This is an optimization exercise on Yosys and OpenROAD, whose aim is small area and a short achievable clock period, not a production implementation. Function was not checked in any run shown here: the RTL went through the layout flow alone.

## flow/design.v (module list and top-level ports; edited modules follow where they fit)
// module nn_mac_engine: 1268 lines
// module nn_fa: 10 lines
// module nn_ha: 9 lines
// module nn_hac: 9 lines
// module nn_fa1: 9 lines
// module nn_gate: 9 lines
// module nn_hcc: 9 lines
// module nn_hct: 9 lines
// module nn_gaten: 9 lines
// module nn_invw: 8 lines
// module nn_ppa: 7 lines
// module nn_ppo: 7 lines
module nn_mac_engine #(
  parameter int unsigned DW      = 8,
  parameter int unsigned N_LANES = 4,
  parameter int unsigned ACC_W   = 24,
  parameter int unsigned LEN_W   = 8,
  parameter int unsigned SH_W    = 5
) (
  input  logic                    clk,
  input  logic                    rst,
  input  logic                    start,
  input  logic [LEN_W-1:0]        len,
  input  logic [SH_W-1:0]         shift,
  input  logic                    relu_en,
  input  logic [N_LANES*DW-1:0]   in_a,
  input  logic [N_LANES*DW-1:0]   in_b,
  input  logic                    in_valid,
  output logic                    in_ready,
  output logic [DW-1:0]           out_data,
  output logic                    out_valid,
  input  logic                    out_ready,
  output logic                    busy,
  output logic                    done
);
  // ...
==> flow/flow/run.sh <==
#!/bin/bash
# Layout flow: the standard layout (standard.sh, unchanged synthesis), except that the
# buffers ORFS puts on the ports are the smallest plain buffer, buf_1, instead of the default
# delay-style buffer; the resizer may still size them up where timing needs it.
set -euo pipefail
bash standard.sh BUFFER_PORTS_ARGS="-buffer_cell sky130_fd_sc_hd__buf_1" finish > standard.log 2>&1
==> flow/standard.sh <==
#!/bin/bash
# synth_recipe.tcl (not shown) runs the flow's synth.tcl, then flattens the netlist and writes it again
# the make line also repeats each setting of config.mk as NAME=value (left out here)
make -C /OpenROAD-flow-scripts/flow DESIGN_CONFIG=/design/flow/config.mk WORK_HOME=/design/flow/orfs CLKGATE_MAP_FILE= SYNTH_SCRIPT=/design/flow/synth_recipe.tcl "${@:-finish}"
==> flow/config.mk <==
export PLATFORM = sky130hd
export DESIGN_NAME = nn_mac_engine
export DESIGN_NICKNAME = nn_mac_engine
export VERILOG_FILES = /design/flow/design.v
export SDC_FILE = /design/flow/constraint.sdc
export NUM_CORES = 4
export LEC_CHECK = 0
export ABC_CLOCK_PERIOD_IN_PS = 4000
export CAP_MARGIN = 20
export CORE_MARGIN = 2
export CORE_UTILIZATION = 40
export PLACE_DENSITY = 0.6
export SETUP_SLACK_MARGIN = 3.5
export SLEW_MARGIN = 20
export SYNTH_HIERARCHICAL = 1
==> flow/constraint.sdc <==
create_clock -name core_clock -period 7.5 [get_ports {clk}]
set_input_delay 1.5000 -clock core_clock [delete_from_list [all_inputs] [get_ports {clk}]]
set_output_delay 1.5000 -clock core_clock [all_outputs]
set_load 0.01 [all_outputs]
==> results.txt, run 1 <==
result of the run no timing/DRC/antenna violations; FF+latch count 101; gpl congestion 0.938; Yosys top cell area share 41.5%; Post-Synth Simple-Gate Area 15.6%; Top Family by Delay on Critical Path adder cells; DR top layer met4; most frequent CP cell fa_1; vias in the first global route 8975; fin cells 1614; final core occ 45.8%; Metal-1 WL 13200 µm; Synth Instances 1120; critical path launch point in_a[3]; Ports 95; max-slew violation count 0; setup TNS 0 ns; synth unique cells 74; # Max-Cap Violations 0; kind of critical path in2reg; hpwl dp 25400 µm; comb_multi_in 903; Yosys warnings 7; top-count cell post-synth nor2_1; worst-path fanout max 8; Setup-failing EPs final 0; most common cell after layout, fill and taps aside nor2_1; Detail Route Antenna Nets 0; dominant synthesized flop cell dfxtp_1; Reg area 0.00218 mm²; Post-synth EDFFs 14; Top reg by flops acc; TritonCTS clock tree done; CP Buf/Inv Count 2; Leading cell kind multi-input combinational cells; Placed Instances 1577; hold path depth 2; Core Rows 62; Reg clk slew, reported paths 0.07 ns; filler cell count 2748
==> inputs of run 2 (changes only) <==
--- a/flow/design.v
+++ b/flow/design.v
@@ -88,3 +88,3 @@
   wire pp_0_0_7;
-  nn_ppo u_pp_0_0_7 (.an(a_n[0]), .bn(b_n[7]), .y(pp_0_0_7));
+  nn_ppn u_pp_0_0_7 (.a(in_a[0]), .b(in_b[7]), .y(pp_0_0_7));
   wire pp_0_1_0;
@@ -104,3 +104,3 @@
   wire pp_0_1_7;
-  nn_ppo u_pp_0_1_7 (.an(a_n[1]), .bn(b_n[7]), .y(pp_0_1_7));
+  nn_ppn u_pp_0_1_7 (.a(in_a[1]), .b(in_b[7]), .y(pp_0_1_7));
   wire pp_0_2_0;
@@ -120,3 +120,3 @@
   wire pp_0_2_7;
-  nn_ppo u_pp_0_2_7 (.an(a_n[2]), .bn(b_n[7]), .y(pp_0_2_7));
+  nn_ppn u_pp_0_2_7 (.a(in_a[2]), .b(in_b[7]), .y(pp_0_2_7));
   wire pp_0_3_0;
@@ -136,3 +136,3 @@
   wire pp_0_3_7;
-  nn_ppo u_pp_0_3_7 (.an(a_n[3]), .bn(b_n[7]), .y(pp_0_3_7));
+  nn_ppn u_pp_0_3_7 (.a(in_a[3]), .b(in_b[7]), .y(pp_0_3_7));
   wire pp_0_4_0;
@@ -152,3 +152,3 @@
   wire pp_0_4_7;
-  nn_ppo u_pp_0_4_7 (.an(a_n[4]), .bn(b_n[7]), .y(pp_0_4_7));
+  nn_ppn u_pp_0_4_7 (.a(in_a[4]), .b(in_b[7]), .y(pp_0_4_7));
   wire pp_0_5_0;
@@ -168,3 +168,3 @@
   wire pp_0_5_7;
-  nn_ppo u_pp_0_5_7 (.an(a_n[5]), .bn(b_n[7]), .y(pp_0_5_7));
+  nn_ppn u_pp_0_5_7 (.a(in_a[5]), .b(in_b[7]), .y(pp_0_5_7));
   wire pp_0_6_0;
@@ -184,17 +184,17 @@
   wire pp_0_6_7;
-  nn_ppo u_pp_0_6_7 (.an(a_n[6]), .bn(b_n[7]), .y(pp_0_6_7));
+  nn_ppn u_pp_0_6_7 (.a(in_a[6]), .b(in_b[7]), .y(pp_0_6_7));
   wire pp_0_7_0;
-  nn_ppo u_pp_0_7_0 (.an(a_n[7]), .bn(b_n[0]), .y(pp_0_7_0));
+  nn_ppn u_pp_0_7_0 (.a(in_a[7]), .b(in_b[0]), .y(pp_0_7_0));
   wire pp_0_7_1;
-  nn_ppo u_pp_0_7_1 (.an(a_n[7]), .bn(b_n[1]), .y(pp_0_7_1));
+  nn_ppn u_pp_0_7_1 (.a(in_a[7]), .b(in_b[1]), .y(pp_0_7_1));
   wire pp_0_7_2;
-  nn_ppo u_pp_0_7_2 (.an(a_n[7]), .bn(b_n[2]), .y(pp_0_7_2));
+  nn_ppn u_pp_0_7_2 (.a(in_a[7]), .b(in_b[2]), .y(pp_0_7_2));
   wire pp_0_7_3;
-  nn_ppo u_pp_0_7_3 (.an(a_n[7]), .bn(b_n[3]), .y(pp_0_7_3));
+  nn_ppn u_pp_0_7_3 (.a(in_a[7]), .b(in_b[3]), .y(pp_0_7_3));
   wire pp_0_7_4;
-  nn_ppo u_pp_0_7_4 (.an(a_n[7]), .bn(b_n[4]), .y(pp_0_7_4));
+  nn_ppn u_pp_0_7_4 (.a(in_a[7]), .b(in_b[4]), .y(pp_0_7_4));
   wire pp_0_7_5;
-  nn_ppo u_pp_0_7_5 (.an(a_n[7]), .bn(b_n[5]), .y(pp_0_7_5));
+  nn_ppn u_pp_0_7_5 (.a(in_a[7]), .b(in_b[5]), .y(pp_0_7_5));
   wire pp_0_7_6;
-  nn_ppo u_pp_0_7_6 (.an(a_n[7]), .bn(b_n[6]), .y(pp_0_7_6));
+  nn_ppn u_pp_0_7_6 (.a(in_a[7]), .b(in_b[6]), .y(pp_0_7_6));
   wire pp_0_7_7;
@@ -216,3 +216,3 @@
   wire pp_1_0_7;
-  nn_ppo u_pp_1_0_7 (.an(a_n[8]), .bn(b_n[15]), .y(pp_1_0_7));
+  nn_ppn u_pp_1_0_7 (.a(in_a[8]), .b(in_b[15]), .y(pp_1_0_7));
   wire pp_1_1_0;
@@ -232,3 +232,3 @@
   wire pp_1_1_7;
-  nn_ppo u_pp_1_1_7 (.an(a_n[9]), .bn(b_n[15]), .y(pp_1_1_7));
+  nn_ppn u_pp_1_1_7 (.a(in_a[9]), .b(in_b[15]), .y(pp_1_1_7));
   wire pp_1_2_0;
@@ -248,3 +248,3 @@
   wire pp_1_2_7;
-  nn_ppo u_pp_1_2_7 (.an(a_n[10]), .bn(b_n[15]), .y(pp_1_2_7));
+  nn_ppn u_pp_1_2_7 (.a(in_a[10]), .b(in_b[15]), .y(pp_1_2_7));
   wire pp_1_3_0;
@@ -264,3 +264,3 @@
   wire pp_1_3_7;
-  nn_ppo u_pp_1_3_7 (.an(a_n[11]), .bn(b_n[15]), .y(pp_1_3_7));
+  nn_ppn u_pp_1_3_7 (.a(in_a[11]), .b(in_b[15]), .y(pp_1_3_7));
   wire pp_1_4_0;
@@ -280,3 +280,3 @@
   wire pp_1_4_7;
-  nn_ppo u_pp_1_4_7 (.an(a_n[12]), .bn(b_n[15]), .y(pp_1_4_7));
+  nn_ppn u_pp_1_4_7 (.a(in_a[12]), .b(in_b[15]), .y(pp_1_4_7));
   wire pp_1_5_0;
@@ -296,3 +296,3 @@
   wire pp_1_5_7;
-  nn_ppo u_pp_1_5_7 (.an(a_n[13]), .bn(b_n[15]), .y(pp_1_5_7));
+  nn_ppn u_pp_1_5_7 (.a(in_a[13]), .b(in_b[15]), .y(pp_1_5_7));
   wire pp_1_6_0;
@@ -312,17 +312,17 @@
   wire pp_1_6_7;
-  nn_ppo u_pp_1_6_7 (.an(a_n[14]), .bn(b_n[15]), .y(pp_1_6_7));
+  nn_ppn u_pp_1_6_7 (.a(in_a[14]), .b(in_b[15]), .y(pp_1_6_7));
   wire pp_1_7_0;
-  nn_ppo u_pp_1_7_0 (.an(a_n[15]), .bn(b_n[8]), .y(pp_1_7_0));
+  nn_ppn u_pp_1_7_0 (.a(in_a[15]), .b(in_b[8]), .y(pp_1_7_0));
   wire pp_1_7_1;
-  nn_ppo u_pp_1_7_1 (.an(a_n[15]), .bn(b_n[9]), .y(pp_1_7_1));
+  nn_ppn u_pp_1_7_1 (.a(in_a[15]), .b(in_b[9]), .y(pp_1_7_1));
   wire pp_1_7_2;
-  nn_ppo u_pp_1_7_2 (.an(a_n[15]), .bn(b_n[10]), .y(pp_1_7_2));
+  nn_ppn u_pp_1_7_2 (.a(in_a[15]), .b(in_b[10]), .y(pp_1_7_2));
   wire pp_1_7_3;
-  nn_ppo u_pp_1_7_3 (.an(a_n[15]), .bn(b_n[11]), .y(pp_1_7_3));
+  nn_ppn u_pp_1_7_3 (.a(in_a[15]), .b(in_b[11]), .y(pp_1_7_3));
   wire pp_1_7_4;
-  nn_ppo u_pp_1_7_4 (.an(a_n[15]), .bn(b_n[12]), .y(pp_1_7_4));
+  nn_ppn u_pp_1_7_4 (.a(in_a[15]), .b(in_b[12]), .y(pp_1_7_4));
   wire pp_1_7_5;
-  nn_ppo u_pp_1_7_5 (.an(a_n[15]), .bn(b_n[13]), .y(pp_1_7_5));
+  nn_ppn u_pp_1_7_5 (.a(in_a[15]), .b(in_b[13]), .y(pp_1_7_5));
   wire pp_1_7_6;
-  nn_ppo u_pp_1_7_6 (.an(a_n[15]), .bn(b_n[14]), .y(pp_1_7_6));
+  nn_ppn u_pp_1_7_6 (.a(in_a[15]), .b(in_b[14]), .y(pp_1_7_6));
   wire pp_1_7_7;
@@ -344,3 +344,3 @@
   wire pp_2_0_7;
-  nn_ppo u_pp_2_0_7 (.an(a_n[16]), .bn(b_n[23]), .y(pp_2_0_7));
+  nn_ppn u_pp_2_0_7 (.a(in_a[16]), .b(in_b[23]), .y(pp_2_0_7));
   wire pp_2_1_0;
@@ -360,3 +360,3 @@
   wire pp_2_1_7;
-  nn_ppo u_pp_2_1_7 (.an(a_n[17]), .bn(b_n[23]), .y(pp_2_1_7));
+  nn_ppn u_pp_2_1_7 (.a(in_a[17]), .b(in_b[23]), .y(pp_2_1_7));
   wire pp_2_2_0;
@@ -376,3 +376,3 @@
   wire pp_2_2_7;
-  nn_ppo u_pp_2_2_7 (.an(a_n[18]), .bn(b_n[23]), .y(pp_2_2_7));
+  nn_ppn u_pp_2_2_7 (.a(in_a[18]), .b(in_b[23]), .y(pp_2_2_7));
   wire pp_2_3_0;
@@ -392,3 +392,3 @@
   wire pp_2_3_7;
-  nn_ppo u_pp_2_3_7 (.an(a_n[19]), .bn(b_n[23]), .y(pp_2_3_7));
+  nn_ppn u_pp_2_3_7 (.a(in_a[19]), .b(in_b[23]), .y(pp_2_3_7));
   wire pp_2_4_0;
@@ -408,3 +408,3 @@
   wire pp_2_4_7;
-  nn_ppo u_pp_2_4_7 (.an(a_n[20]), .bn(b_n[23]), .y(pp_2_4_7));
+  nn_ppn u_pp_2_4_7 (.a(in_a[20]), .b(in_b[23]), .y(pp_2_4_7));
   wire pp_2_5_0;
@@ -424,3 +424,3 @@
   wire pp_2_5_7;
-  nn_ppo u_pp_2_5_7 (.an(a_n[21]), .bn(b_n[23]), .y(pp_2_5_7));
+  nn_ppn u_pp_2_5_7 (.a(in_a[21]), .b(in_b[23]), .y(pp_2_5_7));
   wire pp_2_6_0;
@@ -440,17 +440,17 @@
   wire pp_2_6_7;
-  nn_ppo u_pp_2_6_7 (.an(a_n[22]), .bn(b_n[23]), .y(pp_2_6_7));
+  nn_ppn u_pp_2_6_7 (.a(in_a[22]), .b(in_b[23]), .y(pp_2_6_7));
   wire pp_2_7_0;
-  nn_ppo u_pp_2_7_0 (.an(a_n[23]), .bn(b_n[16]), .y(pp_2_7_0));
+  nn_ppn u_pp_2_7_0 (.a(in_a[23]), .b(in_b[16]), .y(pp_2_7_0));
   wire pp_2_7_1;
-  nn_ppo u_pp_2_7_1 (.an(a_n[23]), .bn(b_n[17]), .y(pp_2_7_1));
+  nn_ppn u_pp_2_7_1 (.a(in_a[23]), .b(in_b[17]), .y(pp_2_7_1));
   wire pp_2_7_2;
-  nn_ppo u_pp_2_7_2 (.an(a_n[23]), .bn(b_n[18]), .y(pp_2_7_2));
+  nn_ppn u_pp_2_7_2 (.a(in_a[23]), .b(in_b[18]), .y(pp_2_7_2));
   wire pp_2_7_3;
-  nn_ppo u_pp_2_7_3 (.an(a_n[23]), .bn(b_n[19]), .y(pp_2_7_3));
+  nn_ppn u_pp_2_7_3 (.a(in_a[23]), .b(in_b[19]), .y(pp_2_7_3));
   wire pp_2_7_4;
-  nn_ppo u_pp_2_7_4 (.an(a_n[23]), .bn(b_n[20]), .y(pp_2_7_4));
+  nn_ppn u_pp_2_7_4 (.a(in_a[23]), .b(in_b[20]), .y(pp_2_7_4));
   wire pp_2_7_5;
-  nn_ppo u_pp_2_7_5 (.an(a_n[23]), .bn(b_n[21]), .y(pp_2_7_5));
+  nn_ppn u_pp_2_7_5 (.a(in_a[23]), .b(in_b[21]), .y(pp_2_7_5));
   wire pp_2_7_6;
-  nn_ppo u_pp_2_7_6 (.an(a_n[23]), .bn(b_n[22]), .y(pp_2_7_6));
+  nn_ppn u_pp_2_7_6 (.a(in_a[23]), .b(in_b[22]), .y(pp_2_7_6));
   wire pp_2_7_7;
@@ -472,3 +472,3 @@
   wire pp_3_0_7;
-  nn_ppo u_pp_3_0_7 (.an(a_n[24]), .bn(b_n[31]), .y(pp_3_0_7));
+  nn_ppn u_pp_3_0_7 (.a(in_a[24]), .b(in_b[31]), .y(pp_3_0_7));
   wire pp_3_1_0;
@@ -488,3 +488,3 @@
   wire pp_3_1_7;
-  nn_ppo u_pp_3_1_7 (.an(a_n[25]), .bn(b_n[31]), .y(pp_3_1_7));
+  nn_ppn u_pp_3_1_7 (.a(in_a[25]), .b(in_b[31]), .y(pp_3_1_7));
   wire pp_3_2_0;
@@ -504,3 +504,3 @@
   wire pp_3_2_7;
-  nn_ppo u_pp_3_2_7 (.an(a_n[26]), .bn(b_n[31]), .y(pp_3_2_7));
+  nn_ppn u_pp_3_2_7 (.a(in_a[26]), .b(in_b[31]), .y(pp_3_2_7));
   wire pp_3_3_0;
@@ -520,3 +520,3 @@
   wire pp_3_3_7;
-  nn_ppo u_pp_3_3_7 (.an(a_n[27]), .bn(b_n[31]), .y(pp_3_3_7));
+  nn_ppn u_pp_3_3_7 (.a(in_a[27]), .b(in_b[31]), .y(pp_3_3_7));
   wire pp_3_4_0;
@@ -536,3 +536,3 @@
   wire pp_3_4_7;
-  nn_ppo u_pp_3_4_7 (.an(a_n[28]), .bn(b_n[31]), .y(pp_3_4_7));
+  nn_ppn u_pp_3_4_7 (.a(in_a[28]), .b(in_b[31]), .y(pp_3_4_7));
   wire pp_3_5_0;
@@ -552,3 +552,3 @@
   wire pp_3_5_7;
-  nn_ppo u_pp_3_5_7 (.an(a_n[29]), .bn(b_n[31]), .y(pp_3_5_7));
+  nn_ppn u_pp_3_5_7 (.a(in_a[29]), .b(in_b[31]), .y(pp_3_5_7));
   wire pp_3_6_0;
@@ -568,17 +568,17 @@
   wire pp_3_6_7;
-  nn_ppo u_pp_3_6_7 (.an(a_n[30]), .bn(b_n[31]), .y(pp_3_6_7));
+  nn_ppn u_pp_3_6_7 (.a(in_a[30]), .b(in_b[31]), .y(pp_3_6_7));
   wire pp_3_7_0;
-  nn_ppo u_pp_3_7_0 (.an(a_n[31]), .bn(b_n[24]), .y(pp_3_7_0));
+  nn_ppn u_pp_3_7_0 (.a(in_a[31]), .b(in_b[24]), .y(pp_3_7_0));
   wire pp_3_7_1;
-  nn_ppo u_pp_3_7_1 (.an(a_n[31]), .bn(b_n[25]), .y(pp_3_7_1));
+  nn_ppn u_pp_3_7_1 (.a(in_a[31]), .b(in_b[25]), .y(pp_3_7_1));
   wire pp_3_7_2;
-  nn_ppo u_pp_3_7_2 (.an(a_n[31]), .bn(b_n[26]), .y(pp_3_7_2));
+  nn_ppn u_pp_3_7_2 (.a(in_a[31]), .b(in_b[26]), .y(pp_3_7_2));
   wire pp_3_7_3;
-  nn_ppo u_pp_3_7_3 (.an(a_n[31]), .bn(b_n[27]), .y(pp_3_7_3));
+  nn_ppn u_pp_3_7_3 (.a(in_a[31]), .b(in_b[27]), .y(pp_3_7_3));
   wire pp_3_7_4;
-  nn_ppo u_pp_3_7_4 (.an(a_n[31]), .bn(b_n[28]), .y(pp_3_7_4));
+  nn_ppn u_pp_3_7_4 (.a(in_a[31]), .b(in_b[28]), .y(pp_3_7_4));
   wire pp_3_7_5;
-  nn_ppo u_pp_3_7_5 (.an(a_n[31]), .bn(b_n[29]), .y(pp_3_7_5));
+  nn_ppn u_pp_3_7_5 (.a(in_a[31]), .b(in_b[29]), .y(pp_3_7_5));
   wire pp_3_7_6;
-  nn_ppo u_pp_3_7_6 (.an(a_n[31]), .bn(b_n[30]), .y(pp_3_7_6));
+  nn_ppn u_pp_3_7_6 (.a(in_a[31]), .b(in_b[30]), .y(pp_3_7_6));
   wire pp_3_7_7;
@@ -1363 +1363,8 @@
 endmodule
+module nn_ppn (
+  input  logic a,
+  input  logic b,
+  output logic y
+);
+  assign y = ~(a & b);
+endmodule
==> run 2 against run 1 <==
  * Critical path type unchanged
  * Synthesized cell count unchanged
  * Clock-buffer cell count increased by 1
  * Largest cell class unchanged
  * First-iteration DRC count increased by 42%
  * Clock skew increased by 0.0016 ns
  * Core utilization increased by 4.4 points
==> results.txt, run 2 <==
result of the run no timing/DRC/antenna violations; top-count cell post-synth nor2_1; min Tclk post-route 4.01 ns; main area contributors after synthesis fa_1 (42%), dfxtp_1 (15%), nor2_1 (8.2%); Max Clock Freq 249 MHz; DR top layer met4; # H-tree levels 3; DIE WIDTH 172 µm; fin nets 1653; final worst setup slack 3.49 ns; dominant synthesized flop cell dfxtp_1; Detail Route Antenna Nets 0 (unchanged); TritonCTS clock tree done; Yosys warnings 7 (unchanged); ANT cells 0; largest net degree at the start of global routing 30; initial antenna violation count 0; Metal-1 WL 13900 µm (+5.0%); All-Layer GR Usage 21.5%; filler cell count 2535 (-7.8%); setup TNS 0 ns (unchanged); Regs by FF count acc (25), cnt (8), sh (5); worst path arrival time 4.25 ns; HP Class reg2reg; Mapped Nets 1486; Yosys reg bits 101; Core Rows 61 (-1.6%); Setup-failing EPs final 0 (unchanged); worst-path fanout max 7 (-1); Reg clk slew, reported paths 0.07 ns (about the same); # Max-Cap Violations 0 (unchanged); full die area 0.0297 mm²; gr ovfl total 0; Num CTS Buffers 9; Rel. slew slack 30.8%; DR WL/cell 18.9 µm; DR WL met2 15100 µm; Buffers on Ports 94; DR WL met3 1840 µm; Ports 95 (unchanged); vias 8843; most frequent cells in the layout fa_1 (183), nor2_1 (156), nand2_1 (104), dfxtp_1 (82), buf_4 (73); Core Box Area 0.0279 mm²; Synth Instances 1120 (unchanged); final core occ 50.2% (+4.4 points); max-slew violation count 0 (unchanged); synth unique cells 73 (-1.4%); Clk Latency, worst-skew pair 0.36 ns; RSZ-0062 raised after global routing true; synth cell count leaders nor2_1 (247), fa_1 (238), nand2_1 (104), inv_1 (90), dfxtp_1 (84); synthesis-to-finish area growth 23.3%; Chip Height 172 µm; Clock Skew 0.00925 ns; Worst Tran Pin Value 1.04 ns; Critical Path RT 7.74 ns; Yosys top cell by area fa_1; initial DRC count 664; Critical Path Start Type input port; max FFs per register 25; clock sinks 101; Setup crit end kind register; Yosys top cell area share 42.0% (+0.51 points); gpl congestion 0.928 (-0.99%); share of cells above drive strength 1 29.8%; Initial Util 40.7%; mapped cell area 0.0113 mm²; Synth Area per Inst 10.1 µm²; Post-synth EDFFs 14 (unchanged); drt total wl 31600 µm; Final period util 53.5%; Post-CTS Hold Buffers 0; vias in the first global route 9019 (+0.49%); Final Hold Fails 0; Async SR Flop Fraction 2.97%; total iterations of the first detailed-routing run 5; hpwl dp 25800 µm (+1.9%); r2r setup slk 3.62 ns; first-pass GRT wire length 48500 µm; kind of critical path in2reg; most common cell after layout, fill and taps aside fa_1; number of remaining DRC errors 0; Top reg by flops acc; sequential element share of the synthesized area 19.2%; clock buffer depth 2; clock root cell clkbuf_16; pre-CTS setup slack 2.93 ns; Via density 5.30
==> run 2: area by class of cell <==
type	count	area (µm²)	share of cell area (%)
multi-input cells	903	9300	66.5
flip-flops and latches	101	2180	15.6
repair buffers	179	1250	8.92
inverters	93	504	3.60
well taps	378	473	3.38
clock buffers	10	229	1.64
clock inverters	6	53.8	0.385
==> run 2: final timing paths <==
path                                       from              endpoint  depth (start not counted)
max in group asynchronous                   rst  in_ready$_DFFE_PN0P_                          1
hold reg to reg             acc[2]$_SDFFE_PN0P_   acc[2]$_SDFFE_PN0P_                          2
setup reg to reg           acc[10]$_SDFFE_PN0P_  acc[22]$_SDFFE_PN0P_                         12
min in group asynchronous                   rst        busy$_DFF_PN0_                          1
hold / removal              acc[2]$_SDFFE_PN0P_   acc[2]$_SDFFE_PN0P_                          2
setup / recovery                       in_a[18]           q33$_DFF_P_                          9
==> run 2: modules after synthesis (local to each module, per instance), excerpt <==
module,flops+latches,cells
nn_ppa,0,1
nn_mac_engine,101,536
nn_ha,0,1
nn_fa1,0,5
nn_fa,0,1
nn_ppn,0,1
==> run 2: timing repair <==
action                     in CTS  in global routing
setup buffers                  35                 49
gates resized for setup        62                125
pin swaps                      21                 76
setup endpoints to repair      21                 23
==> run 2: metrics by stage <==
step                hold WS, ns  cell area (µm²)  std cells
finish                    0.545            14000       1670
global route              0.580            14000       1670
CTS                       0.544            13200       1621
detailed placement        0.530            12400       1570
global placement          0.529            12400       1570
floorplan                 0.475            11700       1120
==> run 2: layer usage <==
metal / vias to the layer above / track usage [%]
met5: - / 0
met4: 0 / 5.52
met3: 43 / 3.66
met2: 297 / 33.2
met1: 4513 / 31.6
li1: 3990 / -
==> run 2: worst max-delay path: stages <==
cell	delay, ns
buf_2	0.14
clkinvlp_4	0.22
buf_4	0.21
nor2_4	0.10
fa_1	0.45
fa_1	0.50
fa_2	0.37
fa_2	0.34
fa_1	0.42
==> run 2: kinds of logic (layout without fill, tap and decap cells) <==
logic type               after synthesis  after routing  share of synthesized area [%]
AND/OR/NAND/NOR                      406            406                           14.6
flip-flops                           101            101                           19.2
XOR/XNOR                              21             21                           1.62
buffers and inverters                116            288                           4.26
multiplexers                          36             36                           4.32
AO/OA/AOI/OAI                        156            156                           9.00
adder cells (fa/ha/maj)              284            284                           47.0

separate check: timing with driven ports:
Ports are ideal in the flow. The routed layouts listed here were re-timed in OpenROAD. Step 1, drivers: a clkbuf_16 drives clk and a buf_2 each remaining input, both assumed. Step 2 adds t to the input delays and takes it off the output delays; t is the mean of the earliest and latest rising clock arrival at the registers after step 1. Input paths then give back, and output paths get back, about the clock's delay inside the block. Three values: no drivers, after step 1, after step 2; two values: the first two.
run	t, ns	setup slack, ns	worst setup path at the end	pins driven straight from the clock port
run 1	0.396	3.464 / 3.487 / 3.091	input to register	1
run 2	0.394	3.490 / 3.503 / 3.109	input to register	1
After both steps every run listed still meets setup and hold. The setup slack of run 2, which loses most, moves by +0.013 ns with the drivers and by -0.381 ns with both steps.
